This is an optimization exercise on Yosys and OpenROAD, whose aim is small area and a short achievable clock period, not a production implementation. At most, simulation tests tie the RTL to the original design; equivalence was not proved. Only the layout flow was run in run 6; the RTL was not checked for function there. No activity file was given, so power comes from the tool's default toggle rates.

**design.v**
```verilog
package conv_pkg;
   localparam int LANE_W = 8;
   typedef enum logic [1:0] {
      IDLE  = 2'd0,
      RUN   = 2'd1,
      DRAIN = 2'd2
   } state_e;
   function automatic logic [31:0] ceil_div(input logic [31:0] num, input logic [31:0] den);
      ceil_div = (num + den - 32'd1) / den;
   endfunction
endpackage
module conv_out_fifo #(
   parameter int WIDTH = 65,
   parameter int DEPTH = 16,
   localparam int SD   = DEPTH - 1
) (
   input  logic             clk,
   input  logic             reset,
   input  logic             push_i,      
   input  logic [WIDTH-1:0] wrData_i,
   input  logic             ready_i,     
   output logic [WIDTH-1:0] rdData_o,
   output logic             valid_o,     
   output logic             empty_o,     
   output logic             one_d_o,     
   output logic             full_d_o     
);
   logic [SD-1:0][WIDTH-1:0] mem_q;
   logic [WIDTH-1:0] head_q;
   logic             headTakesMem, headHold;
   logic [SD-1:0]    wrOH_q, rdOH_q, wrOH_d, we_q, hold_q;
   logic             valid_q, empty_q, one_q, notFull_q;
   logic             eq2, eq15;
   logic             pop;
   logic             headTakesIn;
   logic             empty_d, one_d, full_d;
   logic [WIDTH-1:0] memRd;
   assign pop = ready_i && !empty_q;
   assign eq2  = |(wrOH_q & {rdOH_q[SD-2:0], rdOH_q[SD-1]});
   assign eq15 = |(rdOH_q & {wrOH_q[SD-2:0], wrOH_q[SD-1]});
   assign headTakesIn = empty_q || (one_q && ready_i);
   assign empty_d = (empty_q && !push_i) || (one_q && pop && !push_i);
   assign one_d   = (empty_q && push_i) || (one_q && (push_i == pop)) ||
                    (eq2 && pop && !push_i);
   assign full_d  = (!notFull_q && !pop) || (eq15 && push_i && !pop);
   assign wrOH_d = (push_i && !headTakesIn) ? {wrOH_q[SD-2:0], wrOH_q[SD-1]} : wrOH_q;
   always_ff @(posedge clk or negedge reset) begin
      if (!reset) begin
         wrOH_q    <= SD'(1);
         we_q      <= SD'(1);
         hold_q    <= ~SD'(1);
         rdOH_q    <= SD'(1);
         valid_q   <= 1'b0;
         empty_q   <= 1'b1;
         one_q     <= 1'b0;
         notFull_q <= 1'b1;
      end else begin
         wrOH_q    <= wrOH_d;
         we_q      <= full_d ? '0 : wrOH_d;
         hold_q    <= full_d ? '1 : ~wrOH_d;
         if (pop && !one_q) rdOH_q <= {rdOH_q[SD-2:0], rdOH_q[SD-1]};
         valid_q   <= !empty_d;
         empty_q   <= empty_d;
         one_q     <= one_d;
         notFull_q <= !full_d;
      end
   end
   always_comb begin
      memRd = '0;
      for (int i = 0; i < SD; i++) memRd = memRd | (mem_q[i] & {WIDTH{rdOH_q[i]}});
   end
   assign headTakesMem = !headTakesIn && ready_i;
   assign headHold     = !headTakesIn && !ready_i;
   always_ff @(posedge clk) begin
      for (int i = 0; i < SD; i++)
         mem_q[i] <= (mem_q[i] & {WIDTH{hold_q[i]}}) | (wrData_i & {WIDTH{we_q[i]}});
      head_q <= (head_q & {WIDTH{headHold}}) | (wrData_i & {WIDTH{headTakesIn}}) |
                (memRd & {WIDTH{headTakesMem}});
   end
   assign rdData_o = head_q;
   assign valid_o  = valid_q;
   assign empty_o  = empty_q;
   assign one_d_o  = one_d;
   assign full_d_o = full_d;
endmodule
import conv_pkg::*;
module conv_output_stream #(
   parameter int LANES      = 8,
   parameter int DIM_W      = 16,
   parameter int FIFO_DEPTH = 16
) (
   input  logic                    clk,
   input  logic                    reset,
   input  logic                    start,
   input  logic [DIM_W-1:0]        In_Channel,
   input  logic [DIM_W-1:0]        Matrix_Col,
   input  logic [DIM_W-1:0]        Matrix_Row,
   input  logic [LANE_W*LANES-1:0] sData,
   input  logic                    sValid,
   output logic                    sReady,
   output logic [LANE_W*LANES-1:0] mData_payload,
   output logic                    mData_valid,
   input  logic                    mData_ready,
   output logic                    mData_last,
   output logic                    mData_rowEnd,
   output logic                    layer_done
);
   localparam int DATA_W = LANE_W * LANES;
   localparam int FIFO_W = DATA_W + 1;
   localparam int CNT_W  = $clog2(FIFO_DEPTH) + 1;
   localparam int LW     = $clog2(LANES);
   localparam int GRP_W  = DIM_W - LW;
   logic              idle_q, run_q, drain_q;
   logic              sReady_q, last_q, layerDone_q;
   logic [GRP_W-1:0]  grpCnt_q, grpInit_q;
   logic              remZero_q;
   logic [DIM_W-1:0]  colCnt_q, colInit_q;
   logic [DIM_W-1:0]  rowCnt_q;
   logic              lastGroup_q, lastCol_q, lastRow_q;
   logic              grpOne_q, colOne_q;
   logic [LANES-1:0]  keepLast_q;
   logic              accept;
   logic              runEnd;
   logic              dimZero;
   logic              take;
   logic              beatRowEnd;
   logic [DATA_W-1:0] beatData;
   logic              idle_d, run_d, drain_d;
   logic              lastGroup_d;
   logic              inGrpOne, inColOne, inRowOne;
   logic [LANES-1:0]  inKeepLast;
   logic              grpNextLast, colNextLast, rowNextLast;
   logic [GRP_W-1:0]  grpAcc;
   logic [DIM_W-1:0]  colAcc, rowAcc;
   logic              lastColAcc, lastRowAcc;
   logic              busy, hold;
   logic              fifoValid, fifoEmpty, fifoOne_d, fifoFull_d;
   logic              stall_q;
   logic [FIFO_W-1:0] fifoRdData;
   assign sReady     = sReady_q;
   assign accept     = sValid && !stall_q;
   assign beatRowEnd = lastGroup_q && lastCol_q;
   assign runEnd     = accept && lastGroup_q && lastCol_q && lastRow_q;
   assign dimZero    = (In_Channel == '0) || (Matrix_Col == '0) || (Matrix_Row == '0);
   assign take       = start && !dimZero;
   assign layer_done = layerDone_q;
   assign mData_last = last_q;
   assign idle_d  = idle_q ? !take : (drain_q && fifoEmpty);
   assign run_d   = run_q ? !runEnd : (idle_q && take);
   assign drain_d = drain_q ? !fifoEmpty : (run_q && runEnd);
   assign inGrpOne = (In_Channel[DIM_W-1:LW] == '0) || (In_Channel == DIM_W'(LANES));
   assign inColOne = (Matrix_Col == DIM_W'(1));
   assign inRowOne = (Matrix_Row == DIM_W'(1));
   always_comb begin
      for (int i = 0; i < LANES; i++)
         inKeepLast[i] = (In_Channel[LW-1:0] == '0) || (In_Channel[LW-1:0] > LW'(i));
   end
   assign grpNextLast = remZero_q ? (grpCnt_q == GRP_W'(2)) : (grpCnt_q == GRP_W'(1));
   assign colNextLast = (colCnt_q == DIM_W'(2));
   assign rowNextLast = (rowCnt_q == DIM_W'(2));
   assign lastGroup_d = lastGroup_q ? grpOne_q : grpNextLast;
   always_ff @(posedge clk or negedge reset) begin
      if (!reset) begin
         idle_q      <= 1'b1;
         run_q       <= 1'b0;
         drain_q     <= 1'b0;
         sReady_q    <= 1'b0;
         stall_q     <= 1'b1;
         layerDone_q <= 1'b0;
      end else begin
         idle_q      <= idle_d;
         run_q       <= run_d;
         drain_q     <= drain_d;
         sReady_q    <= run_d && !fifoFull_d;
         stall_q     <= !run_d || fifoFull_d;
         layerDone_q <= (idle_q && start && dimZero) || (drain_q && fifoEmpty);
      end
   end
   always_ff @(posedge clk) last_q <= drain_d && fifoOne_d;
   always_comb begin
      grpAcc       = lastGroup_q ? grpInit_q : grpCnt_q - GRP_W'(1);
      colAcc       = colCnt_q;
      lastColAcc   = lastCol_q;
      rowAcc       = rowCnt_q;
      lastRowAcc   = lastRow_q;
      if (lastGroup_q) begin
         colAcc     = lastCol_q ? colInit_q : colCnt_q - DIM_W'(1);
         lastColAcc = lastCol_q ? colOne_q : colNextLast;
         if (lastCol_q) begin
            rowAcc     = rowCnt_q - DIM_W'(1);
            lastRowAcc = rowNextLast;
         end
      end
   end
   assign busy = run_q || drain_q;
   assign hold = busy && !accept;
   always_ff @(posedge clk) begin
      grpCnt_q    <= (In_Channel[DIM_W-1:LW] & {GRP_W{idle_q}}) | (grpAcc & {GRP_W{accept}}) |
                     (grpCnt_q & {GRP_W{hold}});
      colCnt_q    <= (Matrix_Col & {DIM_W{idle_q}}) | (colAcc & {DIM_W{accept}}) |
                     (colCnt_q & {DIM_W{hold}});
      rowCnt_q    <= (Matrix_Row & {DIM_W{idle_q}}) | (rowAcc & {DIM_W{accept}}) |
                     (rowCnt_q & {DIM_W{hold}});
      lastGroup_q <= (inGrpOne && idle_q) || (lastGroup_d && accept) || (lastGroup_q && hold);
      lastCol_q   <= (inColOne && idle_q) || (lastColAcc && accept) || (lastCol_q && hold);
      lastRow_q   <= (inRowOne && idle_q) || (lastRowAcc && accept) || (lastRow_q && hold);
      grpInit_q   <= (In_Channel[DIM_W-1:LW] & {GRP_W{idle_q}}) | (grpInit_q & {GRP_W{busy}});
      colInit_q   <= (Matrix_Col & {DIM_W{idle_q}}) | (colInit_q & {DIM_W{busy}});
      remZero_q   <= ((In_Channel[LW-1:0] == '0) && idle_q) || (remZero_q && busy);
      grpOne_q    <= (inGrpOne && idle_q) || (grpOne_q && busy);
      colOne_q    <= (inColOne && idle_q) || (colOne_q && busy);
      keepLast_q  <= (inKeepLast & {LANES{idle_q}}) | (keepLast_q & {LANES{busy}});
   end
   always_comb begin
      for (int i = 0; i < LANES; i++) begin
         beatData[i*LANE_W +: LANE_W] = (keepLast_q[i] || !lastGroup_q) ?
                                        sData[i*LANE_W +: LANE_W] : '0;
      end
   end
   conv_out_fifo #(
      .WIDTH (FIFO_W),
      .DEPTH (FIFO_DEPTH)
   ) u_fifo (
      .clk       (clk),
      .reset     (reset),
      .push_i    (accept),
      .wrData_i  ({beatRowEnd, beatData}),
      .ready_i   (mData_ready),
      .rdData_o  (fifoRdData),
      .valid_o   (fifoValid),
      .empty_o   (fifoEmpty),
      .one_d_o   (fifoOne_d),
      .full_d_o  (fifoFull_d)
   );
   assign mData_valid = fifoValid;
   assign {mData_rowEnd, mData_payload} = fifoRdData;
endmodule
```
**flow/run.sh**
```bash
#!/bin/bash
# Standard ORFS layout, except that:
#  - the port buffers are plain buf_2 cells instead of the delay cell buffer_ports
#    picks by default;
#  - the resizer may change a cell's footprint when it sizes it;
#  - clock tree synthesis uses a finer H-tree wire unit (shorter insertion delay).
set -euo pipefail
bash standard.sh synth > synth.log 2>&1
bash standard.sh "BUFFER_PORTS_ARGS=-buffer_cell sky130_fd_sc_hd__buf_2" MATCH_CELL_FOOTPRINT=0 \
  "CTS_ARGS=-sink_clustering_enable -repair_clock_nets -sink_clustering_size 24 -sink_clustering_max_diameter 90 -wire_unit 5" \
  finish > layout.log 2>&1
```
**standard.sh**
```bash
#!/bin/bash
# synth_recipe.tcl (not shown) runs the flow's synth.tcl, then flattens the netlist and writes it again
# the make line also repeats each setting of config.mk as NAME=value (left out here)
make -C /OpenROAD-flow-scripts/flow DESIGN_CONFIG=/design/flow/config.mk WORK_HOME=/design/flow/orfs CLKGATE_MAP_FILE= SYNTH_SCRIPT=/design/flow/synth_recipe.tcl "${@:-finish}"
```
**config.mk**
```make
export PLATFORM = sky130hd
export DESIGN_NAME = conv_output_stream
export DESIGN_NICKNAME = conv_output_stream
export VERILOG_FILES = /design/flow/design.v
export SDC_FILE = /design/flow/constraint.sdc
export NUM_CORES = 4
export LEC_CHECK = 0
export CAP_MARGIN = 20
export CORE_MARGIN = 2
export CORE_UTILIZATION = 65
export CTS_CLUSTER_DIAMETER = 90
export CTS_CLUSTER_SIZE = 24
export SETUP_SLACK_MARGIN = 2.9
export SLEW_MARGIN = 20
```
**constraint.sdc**
```tcl
create_clock -name core_clock -period 5.0 [get_ports {clk}]
set_input_delay 1.0000 -clock core_clock [delete_from_list [all_inputs] [get_ports {clk}]]
set_output_delay 1.0000 -clock core_clock [all_outputs]
set_load 0.01 [all_outputs]
```
==> metrics.md, run 1 <==
| Metric | Value |
|---|---|
| RSZ-0062 raised after global routing | `yes` |
| NumNets Final | `3,999` |
| Max incr delay on CP | `400 ps` |
| Status | `complete, no violations` |
| Core area | `0.0670 mm2` |
| Latest clock arrival within the worst-skew pair | `650 ps` |
| Via count | `37,600` |
| Peak VDD IR | `0.337 mV` |
| Leak | `18.1 nW` |
| Cell Area, Synth | `0.0439 mm2` |
| CTS Buffer Depth | `3` |
| Die height | `roughly 260 um` |
| Slowest-stage cell, CP | `dfrtp_1` |
| EDFF count, synth | `0` |
| First-pass GRT wire length | `234 mm` |
| Hold path cells | `2` |
| Slew at the pin closest to its max-slew limit | `1260 ps` |
| Reg2Reg Launch Point | `u_fifo.hold_q[9]$_DFF_PN0_` |
| Yosys reg bits | `approximately 1,200` |
| Hpwl dp | `78.9 mm` |
| Top-level I/O count | `186` |
| Mapped Nets | `4,180` |
| Pin count of the biggest net entering global routing | `66` |
| Root Driver | `clkbuf_16` |
| Final Max Tran Viols | `0` |
| Initial core utilization | `0.655` |
| IO buf count | `approximately 190` |
| Area grow syn2layout | `7.59%` |
| Placement Setup Slack | `a little under 2000 ps` |
| Required @ worst endpoint | `around 4000 ps` |
| Min cycle time layout | `2170 ps` |
| # hold bufs at CTS | `0` |
| Number of max-cap violations | `0` |
| Fin cells | `4,760` |
| Clock-pin slew on the worst setup and hold paths | `100 ps` |
| Number of global-route vias before repair | `36,200` |
| P per Cell Area | `382 mW/mm2` |
| GRT Util Overall | `0.441` |
| Largest area contributor in the netlist | `dfxtp_1` |
| Drt initial violations | `5,922` |
| Netlist cell types | `66` |
| Most frequent cells in the layout | `1,077 x a22o_1, 1,060 x dfxtp_1, 286 x a22oi_1` |
| Synth top area share | `0.514` |
| Delay-heaviest family, CP | `flip-flops` |
| Setup crit start kind | `flop` |
| Fillers | `about 4,900` |
| Hold Path Class | `flop to flop` |
| Post-Route Setup TNS | `0 ps` |
| Max transition margin | `0.160` |
| CTS tree | `done` |
| Final Worst Setup Slack | `roughly 2800 ps` |
| Hold Path Origin | `keepLast_q[2]$_DFF_P_` |
| Routed Antenna Nets | `0` |
| Cell Chain, Critical Path | `buf_2` |
| Synth Flop Type | `dfxtp_1` |
| Htree depth | `2` |
| Area occupied by multi-input gates | `0.0177 mm2` |
| Critical path class | `flop to primary output` |
| FF-to-FF End | `u_fifo.mem_q[592]$_DFF_P_` |
| Worst-path fanout max | `1` |
| CTS buffer count | `55` |
| Share of cells above drive strength 1 | `0.134` |
| Syn Area/Cell | `10.8 um2` |
| YS warnings | `2` |
| Drt total wl | `about 160 mm` |
| Cell row count | `95` |
| Register area share after synthesis | `0.555` |
| Detailed-route DRC error count | `0` |
| Gr ovfl total | `0` |
| Clock sink count | `between 1,000 and 1,500` |
| WHS Endpoint | `keepLast_q[2]$_DFF_P_` |
| FFs w/ async S/R, synth | `0.0584` |
| Final Cycle Share | `0.433` |
| DR vias/cell | `7.90` |
| Largest cells by area after synthesis | `dfxtp_1 51%, a22o_1 21%, a22oi_1 4.9%, clkbuf_1 4.3%, dfrtp_1 3.5%` |
| Worst Path Arrival | `1170 ps` |
| Wire length per cell | `33.9 um` |
| Final Util | `0.705` |
| Final setup viols | `0` |
| CP Capture Type | `primary output` |
| Max Clock Freq | `~460 MHz` |
| Final Hold Viols | `0` |
| Crit path buffers/inverters | `1` |
| Die width | `264 um` |
| Die Area | `0.0697 mm2` |
| TritonRoute pass-1 iters | `8` |
| Gp weighted congestion | `between 0.8 and 0.9` |
| Number of placed cells counting well taps | `~4,700` |
| Commonest non-fill, non-tap cell in the layout | `a22o_1` |
| Reg-to-reg slack, setup | `approximately 2900 ps` |
| Seq. cell area | `0.0246 mm2` |
| Final Skew | `32.8 ps` |
| Mapped Cells | `4,056` |
| Reg2Reg Depth | `2` |
| Initial antenna violation count | `1` |
## Yosys cell counts, types with 4 or more instances
cell type and instances:
a21o_1 4, a21oi_1 85, a221oi_1 71, a222oi_1 71, a22o_1 1077, a22oi_1 286, and2_0 7, and2_1 62
buf_1 19, clkbuf_1 499, dfrtp_1 62, dfstp_2 8, dfxtp_1 1129, ha_1 7, inv_1 27, mux2_2 17
mux2i_1 20, nand2_1 78, nand2b_1 27, nand3_1 153, nor2_1 103, nor2b_1 5, nor3_1 22, nor4_1 16
o211ai_1 13, o21ai_0 37, o221ai_1 7, o22ai_1 64, o311ai_0 6, o31ai_1 4, or3_1 8, or4_1 7
xnor2_1 9
## worst max path at each step
stage	startpoint	to	slack [ps]	depth (start not counted)
after floorplan	sValid	rowCnt_q[12]$_DFF_P_	2880	5
after global placement	mData_ready	u_fifo.rdOH_q[13]$_DFFE_PN0P_	1980	5
after detailed placement	mData_ready	u_fifo.rdOH_q[10]$_DFFE_PN0P_	1940	5
after CTS	lastGroup_q$_DFF_P_	rowCnt_q[9]$_DFF_P_	2740	5
after global routing	u_fifo.valid_q$_DFF_PN0_	mData_valid	2800	1
final	u_fifo.valid_q$_DFF_PN0_	mData_valid	2830	1
## cell families (layout without fill, tap and decap cells)
group | after synthesis | after routing | share of synthesized area
AO/OA/AOI/OAI | 1747 | 1747 | 0.327
XOR/XNOR | 10 | 10 | 0.00199
adder cells (fa/ha/maj) | 7 | 7 | 0.00199
buffers and inverters | 549 | 377 | 0.0471
flip-flops | 1199 | 1199 | 0.555
multiplexers | 37 | 37 | 0.00891
other | 0 | 1 | 0
AND/OR/NAND/NOR | 507 | 509 | 0.0581
## state kept, by name, summed over array words and instances, names as in the netlist, 8 cells and up
signal,cells
colCnt_q,16
colInit_q,16
grpCnt_q,13
grpInit_q,13
keepLast_q,8
rowCnt_q,16
u_fifo.head_q,65
u_fifo.hold_q,15
u_fifo.mem_q,975
u_fifo.rdOH_q,15
u_fifo.we_q,15
u_fifo.wrOH_q,15
## repair_timing
item	CTS	global route
gates cloned	2	2
endpoints found under the setup margin	1182	347
pin swaps	2	4
resized for setup	188	52
setup buffers	15	21
## area by class of cell
cell class                 count  share of cell area
timing repair buffer         282              0.0488
sequential                  1199               0.521
clock buffer                  67              0.0310
tap                          873              0.0231
clock inverter                 1            0.000424
inverter                      27             0.00214
antenna                        1           0.0000529
multi-input combinational   2310               0.374
## report_power, final
group | switching (mW) | internal [mW] | leakage (nW)
logic | 1.28 | 1.12 | 7.37
registers | 0.492 | 10.1 | 9.96
clock network | 3.03 | 2.07 | 0.724
## metrics by stage
stage | power [mW] | instance area [um2] | hold WS (ps)
after floorplan | 11.8 | 44000 | 407
after global placement | 12.5 | 44600 | 415
after detailed placement | 12.5 | 44600 | 423
after CTS | 17.8 | 46800 | 439
after global routing | 18.6 | 47300 | 466
final | 18.1 | 47300 | 437
## layer usage
| layer | track usage | wire [um] | vias up |
|---|---|---|---|
| li1 | - | - | 15300 |
| met1 | 0.587 | 58900 | 18500 |
| met2 | 0.678 | 70300 | 3118 |
| met3 | 0.0963 | 22600 | 706 |
| met4 | 0.227 | 9550 | 0 |
| met5 | 0 | 0 | - |
==> run 2: changes to the inputs <==
--- a/config.mk
+++ b/config.mk
@@ -10,5 +10,5 @@
 export CORE_UTILIZATION = 65
 export CTS_CLUSTER_DIAMETER = 90
 export CTS_CLUSTER_SIZE = 24
-export SETUP_SLACK_MARGIN = 2.9
+export SETUP_SLACK_MARGIN = 3.15
 export SLEW_MARGIN = 20
==> metrics.md, run 2 <==
| Metric | Value |
|---|---|
| Status | `complete, no violations (unchanged)` |
| Required @ worst endpoint | `4000 ps (about the same)` |
| Die height | `264 um (unchanged)` |
| Reg-to-reg slack, setup | `2880 ps (was 2860 ps)` |
| Max FFs per register | `975 (unchanged)` |
| Final Hold Viols | `0 (unchanged)` |
| Top-level I/O count | `186 (unchanged)` |
| Largest family of logic cells by synthesized area | `compound AO/OA/AOI/OAI gates (unchanged)` |
| Mux contribution to synthesized area | `0.00891 (unchanged)` |
| Register area share after synthesis | `0.555 (unchanged)` |
| Post-synthesis simple-gate area fraction | `0.0581 (unchanged)` |
| Mapped Cells | `4,056 (unchanged)` |
| Reg2Reg Depth | `5 (was 2)` |
| Post-layout power | `18.5 mW (was 18.1 mW)` |
| CTS Buffer Depth | `3 (unchanged)` |
| FFs w/ async S/R, synth | `0.0584 (unchanged)` |
| Latest clock arrival within the worst-skew pair | `630 ps (was 650 ps)` |
| CP Capture Type | `primary output (unchanged)` |
| Clock sink count | `1,199 (unchanged)` |
| CTS buffer count | `56 (was 55)` |
| TritonRoute pass-1 iters | `6 (was 8)` |
| Max Clock Freq | `461 MHz (about the same)` |
| Leak | `18.9 nW (was 18.1 nW)` |
| Number of global-route vias before repair | `37,600 (was 36,200)` |
| Netlist cell types | `66 (unchanged)` |
| Fillers | `4,520 (was 4,930)` |
| Wire length per cell | `34.9 um (was 33.9 um)` |
| Internal | `13.5 mW (was 13.3 mW)` |
| Final setup viols | `0 (unchanged)` |
| Reg2Reg Launch Point | `rowCnt_q[8]$_DFF_P_ (was u_fifo.hold_q[9]$_DFF_PN0_)` |
| Final Skew | `27.1 ps (was 32.8 ps)` |
| Most flops, register | `u_fifo.mem_q (unchanged)` |
| Sequential share of power | `0.574 (was 0.585)` |
| Initial core utilization | `0.655 (unchanged)` |
| Pin count of the biggest net entering global routing | `62 (was 66)` |
| Switching Share | `0.270 (was 0.266)` |
| Synth top area share | `0.514 (unchanged)` |
| Die width | `264 um (unchanged)` |
| Min cycle time layout | `2170 ps (about the same)` |
| YS warnings | `2 (unchanged)` |
| Slew at the pin closest to its max-slew limit | `1250 ps (was 1260 ps)` |
| Number of max-cap violations | `0 (unchanged)` |
| EDFF count, synth | `0 (unchanged)` |
| Peak VDD IR | `0.335 mV (was 0.337 mV)` |
| Gr ovfl total | `0 (unchanged)` |
| Fin cells | `4,831 (was 4,760)` |
| Setup crit start kind | `flop (unchanged)` |
| Die Area | `0.0697 mm2 (unchanged)` |
| Critical path class | `flop to primary output (unchanged)` |
| Most frequent cells in the layout | `1,077 x a22o_1, 1,050 x dfxtp_1, 281 x a22oi_1 (was 1,077 x a22o_1, 1,060 x dfxtp_1, 286 x a22oi_1)` |
| Mapped Nets | `4,180 (unchanged)` |
| DR vias/cell | `7.97 (was 7.90)` |
| Synth Area in Compound Gates | `0.327 (unchanged)` |
| Cell Area, Synth | `0.0439 mm2 (unchanged)` |
| Routed Antenna Nets | `0 (unchanged)` |
| Max incr delay on CP | `430 ps (was 400 ps)` |
| Largest area contributor in the netlist | `dfxtp_1 (unchanged)` |
| Yosys reg bits | `1,199 (unchanged)` |
| Gp weighted congestion | `0.856 (was 0.862)` |
| Final Util | `0.735 (was 0.705)` |
| Post-Synth XOR/XNOR Area | `0.00199 (unchanged)` |
| RSZ-0062 raised after global routing | `yes (unchanged)` |
| Cell row count | `95 (unchanged)` |
| Placement Setup Slack | `2190 ps (was 1940 ps)` |
| Syn Area/Cell | `10.8 um2 (unchanged)` |
| Combinational fraction of design power | `0.146 (was 0.133)` |
| NumNets Final | `4,068 (was 3,999)` |
| Drt total wl | `169 mm (was 161 mm)` |
| # hold bufs at CTS | `0 (unchanged)` |
| GRT Util Overall | `0.459 (was 0.441)` |
| Final Cycle Share | `0.433 (about the same)` |
| Number of placed cells counting well taps | `4,648 (was 4,650)` |
| Area grow syn2layout | `12.1% (was 7.59%)` |
| Delay-heaviest family, CP | `flip-flops (unchanged)` |
| Slowest-stage cell, CP | `dfxtp_4 (was dfrtp_1)` |
| Htree depth | `2 (unchanged)` |
| Max transition margin | `0.168 (was 0.160)` |
| Cell Chain, Critical Path | `buf_6 (was buf_2)` |
| Area occupied by multi-input gates | `0.0187 mm2 (was 0.0177 mm2)` |
| Via count | `38,500 (was 37,600)` |
| Post-Route Setup TNS | `0 ps (unchanged)` |
| FF-to-FF End | `rowCnt_q[14]$_DFF_P_ (was u_fifo.mem_q[592]$_DFF_P_)` |
| Clock Power Share | `0.280 (was 0.282)` |
| CTS tree | `done (unchanged)` |
| Final Worst Setup Slack | `2830 ps (about the same)` |
| Post-Synth Adder-Cell Area | `0.00199 (unchanged)` |
| IO buf count | `185 (unchanged)` |
| Commonest non-fill, non-tap cell in the layout | `a22o_1 (unchanged)` |
| Seq. cell area | `0.0246 mm2 (about the same)` |
| Root Driver | `clkbuf_16 (unchanged)` |
| Largest regs | `u_fifo.mem_q x975, u_fifo.head_q x65 (unchanged)` |
| Hpwl dp | `78.5 mm (was 78.9 mm)` |
| Hold Path Class | `input pin to async pin (was flop to flop)` |
| Worst-path fanout max | `2 (was 1)` |
| Top post-synthesis cells by count | `1,129 x dfxtp_1, 1,077 x a22o_1, 499 x clkbuf_1 (unchanged)` |
| Share of cells above drive strength 1 | `0.196 (was 0.134)` |
| Net Switching | `4.98 mW (was 4.81 mW)` |
| Initial antenna violation count | `4 (was 1)` |
| Core area | `0.0670 mm2 (unchanged)` |
| Detailed-route DRC error count | `0 (unchanged)` |
| First-pass GRT wire length | `243 mm (was 234 mm)` |
| Worst Path Arrival | `1170 ps (about the same)` |
| Final Max Tran Viols | `0 (unchanged)` |
| Synth Flop Type | `dfxtp_1 (unchanged)` |
| Drt initial violations | `5,921 (was 5,922)` |
| P per Cell Area | `375 mW/mm2 (was 382 mW/mm2)` |
| Most instantiated library cell after synthesis | `dfxtp_1 (unchanged)` |
| Clock-pin slew on the worst setup and hold paths | `100 ps (about the same)` |
| Largest cells by area after synthesis | `dfxtp_1 51%, a22o_1 21%, a22oi_1 4.9%, clkbuf_1 4.3%, dfrtp_1 3.5% (unchanged)` |
| Crit path buffers/inverters | `1 (unchanged)` |
-- run 2: cell types whose count changed in the layout (fill, tap and decap cells not counted), moves of 16 or more --
cell,before,now
a221oi_1,71,48
nor2_2,0,16
and2_2,1,37
nor2_1,103,87
and2_1,66,30
nand3_2,2,68
nand3_1,151,84
a221oi_2,0,19
buf_4,68,90
-- run 2: cell families (layout without fill, tap and decap cells) --
logic type               count (synthesis)  in the layout
AO/OA/AOI/OAI                         1747           1751
XOR/XNOR                                10             10
adder cells (fa/ha/maj)                  7              7
buffers and inverters                  549            439
flip-flops                            1199           1199
multiplexers                            37             37
other                                    0              3
AND/OR/NAND/NOR                        507            512
-- run 2: through the flow --
step | hold WS, ps | instance area (um2)
2_1_floorplan | 407 | 44700
3_3_place_gp | 432 | 45100
3_5_place_dp | 434 | 45100
4_1_cts | 431 | 48500
5_1_grt | 470 | 49200
6_report | 420 | 49200
-- run 2: timing repair --
item                                   4_1_cts  5_1_grt
gates resized for setup                    312      106
setup endpoints to repair                 1243      209
setup buffers                               64       30
gates cloned                                10        7
pin swaps                                   10       19
endpoints found under the hold margin        0        0
-- run 2: worst max path at each step --
| stage | end | start | slack [ps] | cells past startpoint |
|---|---|---|---|---|
| global placement | u_fifo.head_q[63]$_DFF_P_ | mData_ready | 2220 | 5 |
| finish | mData_payload[6] | u_fifo.head_q[6]$_DFF_P_ | 2830 | 1 |
| global route | mData_valid | u_fifo.valid_q$_DFF_PN0_ | 2820 | 1 |
| CTS | layer_done | layerDone_q$_DFF_PN0_ | 2830 | 1 |
| floorplan | rowCnt_q[12]$_DFF_P_ | sValid | 2880 | 5 |
| detailed placement | u_fifo.head_q[47]$_DFF_P_ | mData_ready | 2190 | 5 |
-- run 2: area by class of cell --
type	count	area share
inverters	27	0.00206
clock buffers	66	0.0297
multi-input cells	2317	0.379
clock inverters	3	0.00112
well taps	873	0.0222
repair buffers	343	0.0652
flip-flops and latches	1199	0.500
diodes	3	0.000152
-- run 2: power groups by stage --
stage / clock network, mW / registers (mW) / logic, mW
6_report: 5.16 / 10.6 / 2.70
5_1_grt: 5.45 / 10.6 / 2.86
4_1_cts: 5.10 / 10.6 / 2.51
3_5_place_dp: 0 / 10.6 / 1.98
3_3_place_gp: 0 / 10.6 / 1.89
2_1_floorplan: 0 / 10.6 / 1.31
-- run 2: per-layer routing --
metal	part of all wire	wire length (um)	global-route usage	vias to the layer above
met5	0.00017	28	0	-
met4	0.073	12300	0.286	4
met3	0.15	24700	0.120	850
met2	0.43	72100	0.696	3413
met1	0.35	59500	0.587	18800
li1	-	-	-	15400
==> run 3: changes to the inputs <==
--- a/config.mk
+++ b/config.mk
@@ -10,5 +10,6 @@
 export CORE_UTILIZATION = 65
 export CTS_CLUSTER_DIAMETER = 90
 export CTS_CLUSTER_SIZE = 24
-export SETUP_SLACK_MARGIN = 3.15
+export PLACE_DENSITY = 0.85
+export SETUP_SLACK_MARGIN = 3.0
 export SLEW_MARGIN = 20
==> metrics.md, run 3 <==
| Metric | Value |
|---|---|
| Status | `complete, no violations (unchanged)` |
| GRT Util Overall | `0.417 (was 0.459)` |
| Clock-pin slew on the worst setup and hold paths | `100 ps (about the same)` |
| Hpwl dp | `72.0 mm (was 78.5 mm)` |
| Final Max Tran Viols | `0 (unchanged)` |
| Latest clock arrival within the worst-skew pair | `650 ps (was 630 ps)` |
| Net Switching | `4.80 mW (was 4.98 mW)` |
| Worst-path fanout max | `1 (was 2)` |
| Root Driver | `clkbuf_16 (unchanged)` |
| Max Clock Freq | `455 MHz (was 461 MHz)` |
| P per Cell Area | `380 mW/mm2 (was 375 mW/mm2)` |
| Combinational fraction of design power | `0.134 (was 0.146)` |
| Cell Chain, Critical Path | `buf_2 (was buf_6)` |
| Post-Route Setup TNS | `0 ps (unchanged)` |
| Die Area | `0.0697 mm2 (unchanged)` |
| Wire length per cell | `32.1 um (was 34.9 um)` |
| Max FFs per register | `975 (unchanged)` |
| Worst Path Arrival | `1200 ps (was 1170 ps)` |
| Most frequent cells in the layout | `1,077 x a22o_1, 1,055 x dfxtp_1, 286 x a22oi_1 (was 1,077 x a22o_1, 1,050 x dfxtp_1, 281 x a22oi_1)` |
| Max transition margin | `0.114 (was 0.168)` |
| Final Worst Setup Slack | `2800 ps (was 2830 ps)` |
| Mapped Nets | `4,180 (unchanged)` |
| First-pass GRT wire length | `225 mm (was 243 mm)` |
| Via count | `37,700 (was 38,500)` |
| CTS buffer count | `56 (unchanged)` |
| Detailed-route DRC error count | `0 (unchanged)` |
| Sequential share of power | `0.585 (was 0.574)` |
| Min cycle time layout | `2200 ps (was 2170 ps)` |
| Core area | `0.0670 mm2 (unchanged)` |
| Yosys reg bits | `1,199 (unchanged)` |
| Cell row count | `95 (unchanged)` |
| Internal | `13.3 mW (was 13.5 mW)` |
| Largest regs | `u_fifo.mem_q x975, u_fifo.head_q x65 (unchanged)` |
| Largest cells by area after synthesis | `dfxtp_1 51%, a22o_1 21%, a22oi_1 4.9%, clkbuf_1 4.3%, dfrtp_1 3.5% (unchanged)` |
| Leak | `18.2 nW (was 18.9 nW)` |
| Top post-synthesis cells by count | `1,129 x dfxtp_1, 1,077 x a22o_1, 499 x clkbuf_1 (unchanged)` |
| Switching Share | `0.265 (was 0.270)` |
| Synth Flop Type | `dfxtp_1 (unchanged)` |
| TritonRoute pass-1 iters | `11 (was 6)` |
| Crit path buffers/inverters | `1 (unchanged)` |
| Die width | `264 um (unchanged)` |
| Final Hold Viols | `0 (unchanged)` |
| Delay-heaviest family, CP | `flip-flops (unchanged)` |
| Pin count of the biggest net entering global routing | `69 (was 62)` |
| CTS Buffer Depth | `3 (unchanged)` |
| NumNets Final | `4,018 (was 4,068)` |
| Clock sink count | `1,199 (unchanged)` |
| Area grow syn2layout | `8.70% (was 12.1%)` |
| Die height | `264 um (unchanged)` |
| Initial antenna violation count | `3 (was 4)` |
| Levels on crit path | `1 (unchanged)` |
| Top-level I/O count | `186 (unchanged)` |
| Cell Area, Synth | `0.0439 mm2 (unchanged)` |
| Placement Setup Slack | `2030 ps (was 2190 ps)` |
| Most flops, register | `u_fifo.mem_q (unchanged)` |
| EDFF count, synth | `0 (unchanged)` |
| Slowest-stage cell, CP | `dfrtp_1 (was dfxtp_4)` |
| Reg2Reg Depth | `5 (unchanged)` |
| Peak VDD IR | `0.364 mV (was 0.335 mV)` |
| Max incr delay on CP | `400 ps (was 430 ps)` |
| Share of cells above drive strength 1 | `0.145 (was 0.196)` |
| Crit path from | `sReady_q$_DFF_PN0_ (was u_fifo.head_q[6]$_DFF_P_)` |
| FFs w/ async S/R, synth | `0.0584 (unchanged)` |
| Routed Antenna Nets | `0 (unchanged)` |
| DR vias/cell | `7.88 (was 7.97)` |
| Commonest non-fill, non-tap cell in the layout | `a22o_1 (unchanged)` |
| Critical path class | `flop to primary output (unchanged)` |
| Required @ worst endpoint | `4000 ps (about the same)` |
| Final Cycle Share | `0.440 (was 0.433)` |
| Number of global-route vias before repair | `36,200 (was 37,600)` |
| Initial core utilization | `0.655 (unchanged)` |
| Synth top area share | `0.514 (unchanged)` |
| Mapped Cells | `4,056 (unchanged)` |
| Register area share after synthesis | `0.555 (unchanged)` |
| Most instantiated library cell after synthesis | `dfxtp_1 (unchanged)` |
| Hold Path Class | `input pin to async pin (unchanged)` |
| Final setup viols | `0 (unchanged)` |
| Number of max-cap violations | `0 (unchanged)` |
| IO buf count | `185 (unchanged)` |
| Clock Power Share | `0.281 (was 0.280)` |
| Htree depth | `2 (unchanged)` |
| Reg2Reg Launch Point | `u_fifo.rdOH_q[1]$_DFFE_PN0P_ (was rowCnt_q[8]$_DFF_P_)` |
| Setup crit start kind | `flop (unchanged)` |
| Netlist cell types | `66 (unchanged)` |
| YS warnings | `2 (unchanged)` |
| Gp weighted congestion | `0.850 (was 0.856)` |
| CTS tree | `done (unchanged)` |
| Drt initial violations | `6,825 (was 5,921)` |
| Slew at the pin closest to its max-slew limit | `1330 ps (was 1250 ps)` |
| Drt total wl | `153 mm (was 169 mm)` |
| CP Capture Type | `primary output (unchanged)` |
| Gr ovfl total | `0 (unchanged)` |
| Syn Area/Cell | `10.8 um2 (unchanged)` |
| Largest area contributor in the netlist | `dfxtp_1 (unchanged)` |
| # hold bufs at CTS | `0 (unchanged)` |
| Final Skew | `32.1 ps (was 27.1 ps)` |
| RSZ-0062 raised after global routing | `yes (unchanged)` |
-- run 3: cell type report --
cell class / instances / area [um2]
inverters: 27 / 101
flip-flops and latches: 1199 / 24700
fillers: 4755 / 19300
diodes: 3 / 7.51
multi-input cells: 2309 / 17800
clock buffers: 65 / 1460
well taps: 873 / 1090
repair buffers: 301 / 2600
clock inverters: 4 / 46.3
-- run 3: logic make-up (layout without fill, tap and decap cells) --
family,after synthesis,after routing,synth area share
AO/OA/AOI/OAI,1747,1747,0.327
buffers and inverters,549,397,0.0471
other,0,3,0
XOR/XNOR,10,10,0.00199
multiplexers,37,37,0.00891
adder cells (fa/ha/maj),7,7,0.00199
flip-flops,1199,1199,0.555
AND/OR/NAND/NOR,507,508,0.0581
-- run 3: worst paths after layout --
path	to	slack, ps
max in group asynchronous	u_fifo.rdOH_q[6]$_DFFE_PN0P_	3530
max reg2reg	u_fifo.head_q[64]$_DFF_P_	2960
min reg2reg	keepLast_q[2]$_DFF_P_	440
max	sReady	2800
min in group core_clock	keepLast_q[2]$_DFF_P_	440
min	layerDone_q$_DFF_PN0_	430
-- run 3: repair_timing --
| action | in CTS | in global routing |
|---|---|---|
| cloned | 1 | 0 |
| resized for setup | 213 | 49 |
| setup buffers | 40 | 27 |
| endpoints found under the setup margin | 1173 | 215 |
| pin swaps | 3 | 3 |
-- run 3: layer usage --
metal	global-route usage	wire, um	up-vias
met5	0	13	-
met4	0.242	9760	2
met3	0.110	23500	808
met2	0.624	65000	3510
met1	0.548	55000	18000
li1	-	-	15300
-- run 3: through the flow --
stage | power (mW) | hold WS [ps] | area (um2) | cells | util
6_report | 18.1 | 426 | 47800 | 4781 | 0.712
5_1_grt | 18.6 | 470 | 47800 | 4780 | 0.712
4_1_cts | 17.9 | 441 | 47300 | 4747 | 0.705
3_5_place_dp | 12.5 | 424 | 44600 | 4637 | 0.665
3_3_place_gp | 12.5 | 418 | 44600 | 4637 | 0.665
2_1_floorplan | 11.8 | 407 | 44100 | 4056 | -
-- run 3: power by group through the flow --
stage               sequential, mW  combinational, mW  clock [mW]
detailed placement            10.6               1.90           0
global route                  10.6               2.62        5.37
finish                        10.6               2.43        5.10
CTS                           10.5               2.29        5.06
global placement              10.6               1.84           0
floorplan                     10.6               1.21           0
==> run 4: changes to the inputs <==
--- a/config.mk
+++ b/config.mk
@@ -10,6 +10,7 @@
 export CORE_UTILIZATION = 65
 export CTS_CLUSTER_DIAMETER = 90
 export CTS_CLUSTER_SIZE = 24
+export GPL_ROUTABILITY_DRIVEN = 0
 export PLACE_DENSITY = 0.85
 export SETUP_SLACK_MARGIN = 3.0
 export SLEW_MARGIN = 20
==> metrics.md, run 4 <==
| Metric | Value |
|---|---|
| Status | `complete, no violations (unchanged)` |
| DR vias/cell | `7.88 (unchanged)` |
| Post-layout power | `18.1 mW (unchanged)` |
| YS warnings | `2 (unchanged)` |
| Routed Antenna Nets | `0 (unchanged)` |
| First-pass GRT wire length | `225 mm (unchanged)` |
| FFs w/ async S/R, synth | `0.0584 (unchanged)` |
| IO buf count | `185 (unchanged)` |
| Initial antenna violation count | `3 (unchanged)` |
| Wire length per cell | `32.1 um (unchanged)` |
| Via count | `37,700 (unchanged)` |
| Final Skew | `32.1 ps (unchanged)` |
| Final setup viols | `0 (unchanged)` |
| Root Driver | `clkbuf_16 (unchanged)` |
| Number of placed cells counting well taps | `4,637 (unchanged)` |
| Yosys reg bits | `1,199 (unchanged)` |
| Die height | `264 um (unchanged)` |
| # hold bufs at CTS | `0 (unchanged)` |
| Most instantiated library cell after synthesis | `dfxtp_1 (unchanged)` |
| Leak | `18.2 nW (unchanged)` |
| Max incr delay on CP | `400 ps (about the same)` |
| Critical path class | `flop to primary output (unchanged)` |
| Detailed-route DRC error count | `0 (unchanged)` |
| Reg2Reg Depth | `5 (unchanged)` |
| NumNets Final | `4,018 (unchanged)` |
| Placed cell areas | `0.0446 mm2 (unchanged)` |
| Initial core utilization | `0.655 (unchanged)` |
| Number of global-route vias before repair | `36,200 (unchanged)` |
| Worst hold slack | `426 ps (unchanged)` |
| Worst Path Arrival | `1200 ps (about the same)` |
| GRT Util Overall | `0.417 (unchanged)` |
| Max transition margin | `0.114 (unchanged)` |
| CTS buffer count | `56 (unchanged)` |
| Max FFs per register | `975 (unchanged)` |
| P per Cell Area | `380 mW/mm2 (unchanged)` |
| CTS Buffer Depth | `3 (unchanged)` |
| Register area share after synthesis | `0.555 (unchanged)` |
| Share of cells above drive strength 1 | `0.145 (unchanged)` |
| Worst-path fanout max | `1 (unchanged)` |
| Most frequent cells in the layout | `1,077 x a22o_1, 1,055 x dfxtp_1, 286 x a22oi_1 (unchanged)` |
| Final Max Tran Viols | `0 (unchanged)` |
| Area grow syn2layout | `8.70% (unchanged)` |
| RSZ-0062 raised after global routing | `yes (unchanged)` |
| Cell row count | `95 (unchanged)` |
| Top-level I/O count | `186 (unchanged)` |
| TritonRoute pass-1 iters | `11 (unchanged)` |
| Netlist cell types | `66 (unchanged)` |
| Gr ovfl total | `0 (unchanged)` |
| Mapped Nets | `4,180 (unchanged)` |
| Cell Chain, Critical Path | `buf_2 (unchanged)` |
| Final Util | `0.712 (unchanged)` |
| Final instance area | `0.0478 mm2 (unchanged)` |
| Post-Route Setup TNS | `0 ps (unchanged)` |
| Placement Setup Slack | `2030 ps (unchanged)` |
| Slew at the pin closest to its max-slew limit | `1330 ps (unchanged)` |
| Drt total wl | `153 mm (unchanged)` |
| Hpwl dp | `72.0 mm (unchanged)` |
| Clock sink count | `1,199 (unchanged)` |
| Largest cells by area after synthesis | `dfxtp_1 51%, a22o_1 21%, a22oi_1 4.9%, clkbuf_1 4.3%, dfrtp_1 3.5% (unchanged)` |
| Max Clock Freq | `455 MHz (unchanged)` |
| Delay-heaviest family, CP | `flip-flops (unchanged)` |
| Htree depth | `2 (unchanged)` |
| Top post-synthesis cells by count | `1,129 x dfxtp_1, 1,077 x a22o_1, 499 x clkbuf_1 (unchanged)` |
| Final Hold Viols | `0 (unchanged)` |
| Synth Flop Type | `dfxtp_1 (unchanged)` |
| Syn Area/Cell | `10.8 um2 (unchanged)` |
| CP Capture Type | `primary output (unchanged)` |
| Mapped Cells | `4,056 (unchanged)` |
| Latest clock arrival within the worst-skew pair | `650 ps (about the same)` |
| Largest area contributor in the netlist | `dfxtp_1 (unchanged)` |
| Die Area | `0.0697 mm2 (unchanged)` |
| Final Worst Setup Slack | `2800 ps (unchanged)` |
| Die width | `264 um (unchanged)` |
| Required @ worst endpoint | `4000 ps (about the same)` |
| Slowest-stage cell, CP | `dfrtp_1 (unchanged)` |
| Pin count of the biggest net entering global routing | `69 (unchanged)` |
| Core area | `0.0670 mm2 (unchanged)` |
| Most flops, register | `u_fifo.mem_q (unchanged)` |
| Clock-pin slew on the worst setup and hold paths | `100 ps (about the same)` |
| Peak VDD IR | `0.364 mV (unchanged)` |
| Cell Area, Synth | `0.0439 mm2 (unchanged)` |
| Setup crit start kind | `flop (unchanged)` |
| Largest regs | `u_fifo.mem_q x975, u_fifo.head_q x65 (unchanged)` |
| Commonest non-fill, non-tap cell in the layout | `a22o_1 (unchanged)` |
| Crit path buffers/inverters | `1 (unchanged)` |
| CTS tree | `done (unchanged)` |
| Levels on crit path | `1 (unchanged)` |
| Number of max-cap violations | `0 (unchanged)` |
| Fin cells | `4,781 (unchanged)` |
| Min cycle time layout | `2200 ps (unchanged)` |
| EDFF count, synth | `0 (unchanged)` |
| Hold Path Class | `input pin to async pin (unchanged)` |
| Final Cycle Share | `0.440 (unchanged)` |
| Synth top area share | `0.514 (unchanged)` |
| Drt initial violations | `6,825 (unchanged)` |
[run 4: layout make-up]
type	instances	area, um2
diodes	3	7.51
clock buffers	65	1460
clock inverters	4	46.3
fillers	4755	19300
inverters	27	101
multi-input cells	2309	17800
flip-flops and latches	1199	24700
well taps	873	1090
repair buffers	301	2600
[run 4: logic make-up after synthesis]
logic type               count (synthesis)  share of synthesized area
XOR/XNOR                                10                    0.00199
multiplexers                            37                    0.00891
AND/OR/NAND/NOR                        507                     0.0581
AO/OA/AOI/OAI                         1747                      0.327
flip-flops                            1199                      0.555
buffers and inverters                  549                     0.0471
adder cells (fa/ha/maj)                  7                    0.00199
[run 4: metal layers]
| layer | track usage | vias up | share of wire |
|---|---|---|---|
| li1 | - | 15300 | - |
| met1 | 0.548 | 18000 | 0.36 |
| met2 | 0.624 | 3510 | 0.42 |
| met3 | 0.110 | 808 | 0.15 |
| met4 | 0.242 | 2 | 0.064 |
| met5 | 0 | - | 0.000085 |
[run 4: repair_timing]
item / in CTS / in global routing
resized for setup: 213 / 49
cloned: 1 / 0
buffers inserted: 40 / 27
endpoints found under the setup margin: 1173 / 215
pin swaps: 3 / 3
[run 4: worst paths after layout]
kind / start / to / slack [ps]
min in group core_clock: keepLast_q[2]$_DFF_P_ / keepLast_q[2]$_DFF_P_ / 440
max in group asynchronous: reset / u_fifo.rdOH_q[6]$_DFFE_PN0P_ / 3530
hold / removal: reset / layerDone_q$_DFF_PN0_ / 430
setup reg to reg: u_fifo.rdOH_q[1]$_DFFE_PN0P_ / u_fifo.head_q[64]$_DFF_P_ / 2960
setup / recovery: sReady_q$_DFF_PN0_ / sReady / 2800
hold reg to reg: keepLast_q[2]$_DFF_P_ / keepLast_q[2]$_DFF_P_ / 440
[run 4: worst register-to-register path: stages, from the launching register on]
cell and delay, ps:
dfrtp_4 600, buf_6 340, a22oi_1 480, nand3_1 100
o21ai_0 220, o221ai_1 160
[run 4: power by group]
| part | switching [mW] | total, mW | internal, mW |
|---|---|---|---|
| sequential | 0.516 | 10.6 | 10.1 |
| combinational | 1.26 | 2.43 | 1.17 |
| clock | 3.03 | 5.10 | 2.08 |
==> run 5: changes to the inputs <==
--- a/config.mk
+++ b/config.mk
@@ -10,7 +10,5 @@
 export CORE_UTILIZATION = 65
 export CTS_CLUSTER_DIAMETER = 90
 export CTS_CLUSTER_SIZE = 24
-export GPL_ROUTABILITY_DRIVEN = 0
-export PLACE_DENSITY = 0.85
 export SETUP_SLACK_MARGIN = 3.0
 export SLEW_MARGIN = 20
==> metrics.md, run 5 <==
| Metric | Value |
|---|---|
| Die Area | `0.0697 mm2 (unchanged)` |
| FF-to-FF End | `u_fifo.mem_q[556]$_DFF_P_ (was u_fifo.head_q[64]$_DFF_P_)` |
| Area occupied by multi-input gates | `0.0179 mm2 (was 0.0178 mm2)` |
| Slowest-stage cell, CP | `dfxtp_4 (was dfrtp_1)` |
| Area grow syn2layout | `8.97% (was 8.70%)` |
| Reg-to-reg slack, setup | `2940 ps (was 2960 ps)` |
| CTS tree | `done (unchanged)` |
| Min cycle time layout | `2160 ps (was 2200 ps)` |
| Initial core utilization | `0.655 (unchanged)` |
| Reg2Reg Depth | `2 (was 5)` |
| Pin count of the biggest net entering global routing | `59 (was 69)` |
| IO buf count | `185 (unchanged)` |
| Hold Path Origin | `keepLast_q[0]$_DFF_P_` |
| Most flops, register | `u_fifo.mem_q (unchanged)` |
| Drt total wl | `164 mm (was 153 mm)` |
| RSZ-0062 raised after global routing | `yes (unchanged)` |
| Die height | `264 um (unchanged)` |
| Largest area contributor in the netlist | `dfxtp_1 (unchanged)` |
| Max incr delay on CP | `410 ps (was 400 ps)` |
| Status | `complete, no violations (unchanged)` |
| P per Cell Area | `380 mW/mm2 (about the same)` |
| TritonRoute pass-1 iters | `6 (was 11)` |
| Mapped Nets | `4,180 (unchanged)` |
| Netlist cell types | `66 (unchanged)` |
| FFs w/ async S/R, synth | `0.0584 (unchanged)` |
| Via count | `37,800 (was 37,700)` |
| Worst Path Arrival | `1160 ps (was 1200 ps)` |
| WHS Endpoint | `keepLast_q[0]$_DFF_P_` |
| Routed Antenna Nets | `0 (unchanged)` |
| Clock sink count | `1,199 (unchanged)` |
| DRT met1 WL | `59.8 mm (was 55.0 mm)` |
| Mapped Cells | `4,056 (unchanged)` |
| CP Capture Type | `primary output (unchanged)` |
| Hold path cells | `1` |
| Yosys reg bits | `1,199 (unchanged)` |
| Latest clock arrival within the worst-skew pair | `640 ps (was 650 ps)` |
| Syn Area/Cell | `10.8 um2 (unchanged)` |
| Met3 wire len | `23.1 mm (was 23.5 mm)` |
| Initial antenna violation count | `5 (was 3)` |
| Largest cells by area after synthesis | `dfxtp_1 51%, a22o_1 21%, a22oi_1 4.9%, clkbuf_1 4.3%, dfrtp_1 3.5% (unchanged)` |
| Post-Route Setup TNS | `0 ps (unchanged)` |
| Delay-heaviest family, CP | `flip-flops (unchanged)` |
| Max Clock Freq | `463 MHz (was 455 MHz)` |
| Wire length per cell | `34.3 um (was 32.1 um)` |
| Uppermost layer routed | `met5 (unchanged)` |
| Peak VDD IR | `0.353 mV (was 0.364 mV)` |
| Fillers | `4,819 (was 4,755)` |
| Worst-path fanout max | `2 (was 1)` |
| Largest regs | `u_fifo.mem_q x975, u_fifo.head_q x65 (unchanged)` |
| Number of placed cells counting well taps | `4,653 (was 4,637)` |
| Most frequent cells in the layout | `1,077 x a22o_1, 1,055 x dfxtp_1, 286 x a22oi_1 (unchanged)` |
| Gp weighted congestion | `0.865` |
| Critical path class | `flop to primary output (unchanged)` |
| GRT Util Overall | `0.450 (was 0.417)` |
| Cell Chain, Critical Path | `buf_6 (was buf_2)` |
| Final Cycle Share | `0.432 (was 0.440)` |
| Root Driver | `clkbuf_16 (unchanged)` |
| Hpwl dp | `80.2 mm (was 72.0 mm)` |
| Max transition margin | `0.193 (was 0.114)` |
| YS warnings | `2 (unchanged)` |
| Synth top area share | `0.514 (unchanged)` |
| Htree depth | `2 (unchanged)` |
| Commonest non-fill, non-tap cell in the layout | `a22o_1 (unchanged)` |
| # hold bufs at CTS | `0 (unchanged)` |
| Leak | `18.3 nW (was 18.2 nW)` |
| First-pass GRT wire length | `239 mm (was 225 mm)` |
| Hold Path Class | `flop to flop (was input pin to async pin)` |
| Top-level I/O count | `186 (unchanged)` |
| Reg2Reg Launch Point | `u_fifo.hold_q[8]$_DFF_PN0_ (was u_fifo.rdOH_q[1]$_DFFE_PN0P_)` |
| Die width | `264 um (unchanged)` |
| Cell Area, Synth | `0.0439 mm2 (unchanged)` |
| Final setup viols | `0 (unchanged)` |
| Core area | `0.0670 mm2 (unchanged)` |
| Clock-pin slew on the worst setup and hold paths | `90 ps (was 100 ps)` |
| DR vias/cell | `7.87 (was 7.88)` |
| Share of cells above drive strength 1 | `0.152 (was 0.145)` |
| Final Max Tran Viols | `0 (unchanged)` |
| Fin cells | `4,800 (was 4,781)` |
| Gr ovfl total | `0 (unchanged)` |
| CTS Buffer Depth | `3 (unchanged)` |
| Most instantiated library cell after synthesis | `dfxtp_1 (unchanged)` |
| Final Hold Viols | `0 (unchanged)` |
| Wire length on met2 | `71.3 mm (was 65.0 mm)` |
| Seq. cell area | `0.0246 mm2 (was 0.0247 mm2)` |
| Register area share after synthesis | `0.555 (unchanged)` |
| NumNets Final | `4,035 (was 4,018)` |
| Final Skew | `38.5 ps (was 32.1 ps)` |
| Detailed-route DRC error count | `0 (unchanged)` |
| Crit path buffers/inverters | `1 (unchanged)` |
| CTS buffer count | `55 (was 56)` |
| Required @ worst endpoint | `4000 ps (about the same)` |
| Number of global-route vias before repair | `37,200 (was 36,200)` |
| Setup crit start kind | `flop (unchanged)` |
| Synth Flop Type | `dfxtp_1 (unchanged)` |
| Drt initial violations | `6,136 (was 6,825)` |
| Number of max-cap violations | `0 (unchanged)` |
| EDFF count, synth | `0 (unchanged)` |
| Top post-synthesis cells by count | `1,129 x dfxtp_1, 1,077 x a22o_1, 499 x clkbuf_1 (unchanged)` |
| Max FFs per register | `975 (unchanged)` |
| Slew at the pin closest to its max-slew limit | `1210 ps (was 1330 ps)` |
| Cell row count | `95 (unchanged)` |
run 5: changes by cell type in the layout (fill, tap and decap cells not counted), sizes merged:
cell,previous run,this run
buf,299,312
clkbuf,67,72
inv,31,28
a21oi,85,86
clkinv,0,1
nand2b,27,28
nor2b,5,6
run 5: worst max path at each step:
stage,to,startpoint,slack [ps],cells past startpoint
after floorplan,rowCnt_q[12]$_DFF_P_,sValid,2880,5
after global placement,u_fifo.we_q[8]$_DFF_PN0_,mData_ready,1860,5
after detailed placement,u_fifo.we_q[14]$_DFF_PN0_,mData_ready,1860,5
after CTS,mData_valid,u_fifo.valid_q$_DFF_PN0_,2820,1
after global routing,sReady,sReady_q$_DFF_PN0_,2830,1
final,mData_payload[6],u_fifo.head_q[6]$_DFF_P_,2840,1
run 5: worst register-to-register path, stage by stage, from the launching register on:
cell	delay (ps)
dfrtp_2	970
buf_4	780
a22o_1	300
run 5: stage by stage:
step / utilization / hold slack [ps] / instance area [um2] / setup WS [ps] / power, mW
6_report: 0.714 / 453 / 47900 / 2840 / 18.2
5_1_grt: 0.714 / 468 / 47900 / 2830 / 18.7
4_1_cts: 0.706 / 441 / 47400 / 2820 / 17.9
3_5_place_dp: 0.667 / 426 / 44700 / 1860 / 12.6
3_3_place_gp: 0.666 / 430 / 44700 / 1860 / 12.5
2_1_floorplan: - / 407 / 44100 / 2880 / 11.8
run 5: timing repair:
action | 4_1_cts | 5_1_grt
endpoints found under the setup margin | 1118 | 308
resized for setup | 219 | 80
setup buffers | 40 | 26
gates cloned | 5 | 3
pin swaps | 9 | 5
run 5: logic make-up (layout without fill, tap and decap cells):
family          Yosys count  count (layout)  synth area share
compound gates         1747            1748             0.327
flops                  1199            1199             0.555
buf+inv                 549             413            0.0471
simple gates            507             510            0.0581
mux                      37              37           0.00891
xor+xnor                 10              10           0.00199
fa+ha+maj                 7               7           0.00199
other cells               0               3                 0
run 5: routing by layer:
metal	track usage	vias to the layer above
met5	0	-
met4	0.261	6
met3	0.116	718
met2	0.686	3165
met1	0.581	18500
li1	-	15400
run 5: where the power goes:
part	leakage (nW)	total, mW	switching [mW]	internal, mW
Clock	0.716	5.04	2.99	2.04
Sequential	9.96	10.6	0.505	10.1
Combinational	7.66	2.57	1.36	1.21
run 5: cell type report:
class,count,area share
flip-flops and latches,1199,0.514
multi-input cells,2312,0.373
repair buffers,316,0.0568
clock buffers,68,0.0302
well taps,873,0.0228
inverters,27,0.00212
clock inverters,2,0.000523
diodes,3,0.000157
==> run 6: changes to the inputs <==
--- a/design.v
+++ b/design.v
@@ -28,7 +28,7 @@
    logic [SD-1:0][WIDTH-1:0] mem_q;
    logic [WIDTH-1:0] head_q;
    logic             headTakesMem, headHold;
-   logic [SD-1:0]    wrOH_q, rdOH_q, wrOH_d, we_q, hold_q;
+   logic [SD-1:0]    wrOH_q, rdOH_q, wrOH_d, we, hold;
    logic             valid_q, empty_q, one_q, notFull_q;
    logic             eq2, eq15;
    logic             pop;
@@ -43,12 +43,12 @@
    assign one_d   = (empty_q && push_i) || (one_q && (push_i == pop)) ||
                     (eq2 && pop && !push_i);
    assign full_d  = (!notFull_q && !pop) || (eq15 && push_i && !pop);
+   assign we   = notFull_q ? wrOH_q : '0;
+   assign hold = notFull_q ? ~wrOH_q : '1;
    assign wrOH_d = (push_i && !headTakesIn) ? {wrOH_q[SD-2:0], wrOH_q[SD-1]} : wrOH_q;
    always_ff @(posedge clk or negedge reset) begin
       if (!reset) begin
          wrOH_q    <= SD'(1);
-         we_q      <= SD'(1);
-         hold_q    <= ~SD'(1);
          rdOH_q    <= SD'(1);
          valid_q   <= 1'b0;
          empty_q   <= 1'b1;
@@ -56,8 +56,6 @@
          notFull_q <= 1'b1;
       end else begin
          wrOH_q    <= wrOH_d;
-         we_q      <= full_d ? '0 : wrOH_d;
-         hold_q    <= full_d ? '1 : ~wrOH_d;
          if (pop && !one_q) rdOH_q <= {rdOH_q[SD-2:0], rdOH_q[SD-1]};
          valid_q   <= !empty_d;
          empty_q   <= empty_d;
@@ -73,7 +71,7 @@
    assign headHold     = !headTakesIn && !ready_i;
    always_ff @(posedge clk) begin
       for (int i = 0; i < SD; i++)
-         mem_q[i] <= (mem_q[i] & {WIDTH{hold_q[i]}}) | (wrData_i & {WIDTH{we_q[i]}});
+         mem_q[i] <= (mem_q[i] & {WIDTH{hold[i]}}) | (wrData_i & {WIDTH{we[i]}});
       head_q <= (head_q & {WIDTH{headHold}}) | (wrData_i & {WIDTH{headTakesIn}}) |
                 (memRd & {WIDTH{headTakesMem}});
    end
==> metrics.md, run 6 <==
| Metric | Value |
|---|---|
| Post-layout power | `18.2 mW (about the same)` |
| Post-Route Setup TNS | `0 ps (unchanged)` |
| Worst-path fanout max | `1 (was 2)` |
| Mapped Cells | `5,057 (was 4,056)` |
| Net Switching | `5.07 mW (was 4.86 mW)` |
| Critical path class | `flop to primary output (unchanged)` |
| Worst hold slack | `440 ps (was 453 ps)` |
| Clock sink count | `1,169 (was 1,199)` |
| Max incr delay on CP | `430 ps (was 410 ps)` |
| P per Cell Area | `375 mW/mm2 (was 380 mW/mm2)` |
| Placed cell areas | `0.0442 mm2 (was 0.0447 mm2)` |
| CP Capture Type | `primary output (unchanged)` |
| Most frequent cells in the layout | `1,204 x nand2_1, 1,068 x o21ai_0, 1,057 x dfxtp_1 (was 1,077 x a22o_1, 1,055 x dfxtp_1, 286 x a22oi_1)` |
| Routed Antenna Nets | `0 (unchanged)` |
| Yosys reg bits | `1,169 (was 1,199)` |
| Largest cells by area after synthesis | `dfxtp_1 52%, o21ai_0 12%, nand2_1 11%, a221oi_1 4.0%, a22oi_1 3.8% (was dfxtp_1 51%, a22o_1 21%, a22oi_1 4.9%, clkbuf_1 4.3%, dfrtp_1 3.5%)` |
| Worst Path Arrival | `1200 ps (was 1160 ps)` |
| First-pass GRT wire length | `219 mm (was 239 mm)` |
| Leak | `23.6 nW (was 18.3 nW)` |
| NumNets Final | `5,124 (was 4,035)` |
| Clock Power Share | `0.273 (was 0.277)` |
| Drt total wl | `158 mm (was 164 mm)` |
| Top-level I/O count | `186 (unchanged)` |
| GRT Util Overall | `0.411 (was 0.450)` |
| Initial antenna violation count | `3 (was 5)` |
| # hold bufs at CTS | `0 (unchanged)` |
| Most instantiated library cell after synthesis | `nand2_1 (was dfxtp_1)` |
| RSZ-0062 raised after global routing | `yes (unchanged)` |
| Commonest non-fill, non-tap cell in the layout | `nand2_1 (was a22o_1)` |
| Final Hold Viols | `0 (unchanged)` |
| Die Area | `0.0688 mm2 (was 0.0697 mm2)` |
| Peak VDD IR | `0.338 mV (was 0.353 mV)` |
| IO buf count | `185 (unchanged)` |
| Latest clock arrival within the worst-skew pair | `620 ps (was 640 ps)` |
| CTS Buffer Depth | `3 (unchanged)` |
| Slowest-stage cell, CP | `dfrtp_1 (was dfxtp_4)` |
| Switching Share | `0.279 (was 0.267)` |
| Largest area contributor in the netlist | `dfxtp_1 (unchanged)` |
| Number of max-cap violations | `0 (unchanged)` |
| Wire length per cell | `26.8 um (was 34.3 um)` |
| FFs w/ async S/R, synth | `0.0342 (was 0.0584)` |
| Via count | `39,500 (was 37,800)` |
| Internal | `13.1 mW (was 13.3 mW)` |
| Status | `complete, no violations (unchanged)` |
| Netlist cell types | `54 (was 66)` |
| Hpwl dp | `68.5 mm (was 80.2 mm)` |
| Die width | `262 um (was 264 um)` |
| Core area | `0.0660 mm2 (was 0.0670 mm2)` |
| EDFF count, synth | `0 (unchanged)` |
| Gp weighted congestion | `0.852 (was 0.865)` |
| Gr ovfl total | `0 (unchanged)` |
| TritonRoute pass-1 iters | `9 (was 6)` |
| Syn Area/Cell | `8.58 um2 (was 10.8 um2)` |
| Slew at the pin closest to its max-slew limit | `1010 ps (was 1210 ps)` |
| Htree depth | `2 (unchanged)` |
| Combinational fraction of design power | `0.154 (was 0.141)` |
| Min cycle time layout | `2200 ps (was 2160 ps)` |
| Final instance area | `0.0485 mm2 (was 0.0479 mm2)` |
| CTS buffer count | `54 (was 55)` |
| Final Cycle Share | `0.440 (was 0.432)` |
| Final Skew | `15.9 ps (was 38.5 ps)` |
| Die height | `262 um (was 264 um)` |
| Max FFs per register | `975 (unchanged)` |
| Root Driver | `clkbuf_16 (unchanged)` |
| Number of global-route vias before repair | `35,300 (was 37,200)` |
| Share of cells above drive strength 1 | `0.133 (was 0.152)` |
| Top post-synthesis cells by count | `1,263 x nand2_1, 1,129 x dfxtp_1, 1,080 x o21ai_0 (was 1,129 x dfxtp_1, 1,077 x a22o_1, 499 x clkbuf_1)` |
| Setup crit start kind | `flop (unchanged)` |
| Most flops, register | `u_fifo.mem_q (unchanged)` |
| Cell row count | `94 (was 95)` |
| YS warnings | `2 (unchanged)` |
| Largest regs | `u_fifo.mem_q x975, u_fifo.head_q x65 (unchanged)` |
| Final Util | `0.735 (was 0.714)` |
| Delay-heaviest family, CP | `flip-flops (unchanged)` |
| Cell Chain, Critical Path | `buf_2 (was buf_6)` |
| Final Max Tran Viols | `0 (unchanged)` |
| Mapped Nets | `5,181 (was 4,180)` |
| Register area share after synthesis | `0.544 (was 0.555)` |
| Initial core utilization | `0.658 (was 0.655)` |
| Detailed-route DRC error count | `0 (unchanged)` |
| Hold Path Class | `flop to flop (unchanged)` |
| DR vias/cell | `6.72 (was 7.87)` |
| Max transition margin | `0.324 (was 0.193)` |
| CTS tree | `done (unchanged)` |
| Cell Area, Synth | `0.0434 mm2 (was 0.0439 mm2)` |
| Required @ worst endpoint | `4000 ps (about the same)` |
| Synth Flop Type | `dfxtp_1 (unchanged)` |
| Sequential share of power | `0.572 (was 0.582)` |
| Max Clock Freq | `455 MHz (was 463 MHz)` |
| Pin count of the biggest net entering global routing | `94 (was 59)` |
| Drt initial violations | `5,786 (was 6,136)` |
| Final setup viols | `0 (unchanged)` |
| Synth top area share | `0.521 (was 0.514)` |
| Crit path buffers/inverters | `1 (unchanged)` |
| Clock-pin slew on the worst setup and hold paths | `100 ps (was 90 ps)` |
| Area grow syn2layout | `11.8% (was 8.97%)` |
run 6: final timing paths:
path,start,endpoint,slack (ps),depth (start not counted)
hold reg to reg,keepLast_q[2]$_DFF_P_,keepLast_q[2]$_DFF_P_,440,2
setup / recovery,layerDone_q$_DFF_PN0_,layer_done,2800,1
max in group asynchronous,reset,u_fifo.rdOH_q[4]$_DFFE_PN0P_,3710,1
min in group asynchronous,reset,u_fifo.wrOH_q[3]$_DFFE_PN0P_,530,1
hold / removal,keepLast_q[2]$_DFF_P_,keepLast_q[2]$_DFF_P_,440,2
setup reg to reg,colCnt_q[3]$_DFF_P_,colCnt_q[15]$_DFF_P_,2860,5
run 6: cell type report:
class	count	area, um2
inverter	15	58.8
tap	864	1080
antenna	4	10.0
sequential	1169	23800
clock buffer	63	1420
fill	5077	17500
timing repair buffer	351	3420
multi-input combinational	3409	18700
clock inverter	2	16.3
run 6: tightest hold or removal path, stage by stage, from the launching register on:
cell and delay, ps:
dfxtp_1 320, nand2_1 50, nand2_1 40
run 6: repair_timing:
item	CTS	global route
cloned	2	11
resized for setup	239	136
endpoints found under the setup margin	1182	541
buffers inserted	83	36
pin swaps	4	17
run 6: power by group through the flow:
stage | combinational, mW | clock, mW | sequential (mW)
floorplan | 1.32 | 0 | 10.3
global placement | 2.02 | 0 | 10.5
CTS | 2.53 | 4.92 | 10.4
finish | 2.81 | 4.97 | 10.4
detailed placement | 2.07 | 0 | 10.5
global route | 3.00 | 5.24 | 10.4
run 6: cell families after synthesis:
| kind of cell | after synthesis | share of synthesized area |
|---|---|---|
| xor gates and xnor gates | 11 | 0.00222 |
| adders and majority gates | 7 | 0.00202 |
| and+or+nand+nor | 1595 | 0.149 |
| DFF | 1169 | 0.544 |
| buffers and inverters | 491 | 0.0425 |
| muxes | 36 | 0.00923 |
| AOI/OAI and AO/OA | 1748 | 0.250 |
run 6: metal layers:
metal | share of wire | vias to the layer above | routed length [um] | global-route usage
met1 | 0.38 | 18600 | 60300 | 0.560
met2 | 0.43 | 2630 | 67900 | 0.646
met3 | 0.13 | 598 | 19900 | 0.0711
li1 | - | 17700 | - | -
met5 | 0.000095 | - | 15 | 0
met4 | 0.060 | 2 | 9420 | 0.183
run 6: stage by stage:
stage,worst slack [ps],std cells
after floorplan,2810,5057
after global placement,2020,5676
after detailed placement,1980,5676
after CTS,2820,5826
after global routing,2810,5873
final,2800,5877

## port drivers added, routing unchanged
How much do the figures lean on ideal ports? The routed layouts below were timed once more, with nothing changed but the port constraints.
Step 1 sets driving cells, clkbuf_16 on the clock port and buf_2 on the other inputs (assumed; they add their load-dependent delay and slew).
Step 2 times the ports against the registers' clock, not the clock port: input delays grow and output delays shrink by t, the midpoint of the rising clock arrivals with the driver on.
Slacks: no drivers / after step 1 / after step 2; pairs: no drivers / after step 1.
| run | t, ns | slack for setup (ns) | worst setup path at the end | worst data-port slew with drivers (ns) |
|---|---|---|---|---|
| run 1 | 0.700 | 2.833 / 2.762 / 2.174 | input to register | 0.07 |
| run 2 | 0.680 | 2.833 / 2.768 / 2.482 | input to register | 0.13 |
| run 3 | 0.705 | 2.802 / 2.731 / 2.282 | input to register | 0.11 |
| run 4 | 0.705 | 2.802 / 2.731 / 2.282 | input to register | 0.11 |
| run 5 | 0.682 | 2.838 / 2.772 / 2.295 | input to register | 0.12 |
| run 6 | 0.687 | 2.802 / 2.731 / 2.364 | input to register | 0.05 |
After both steps setup and hold are still met in every run listed. The setup slack of run 1, which loses most, moves by -0.071 ns with the drivers and by -0.659 ns with both steps.
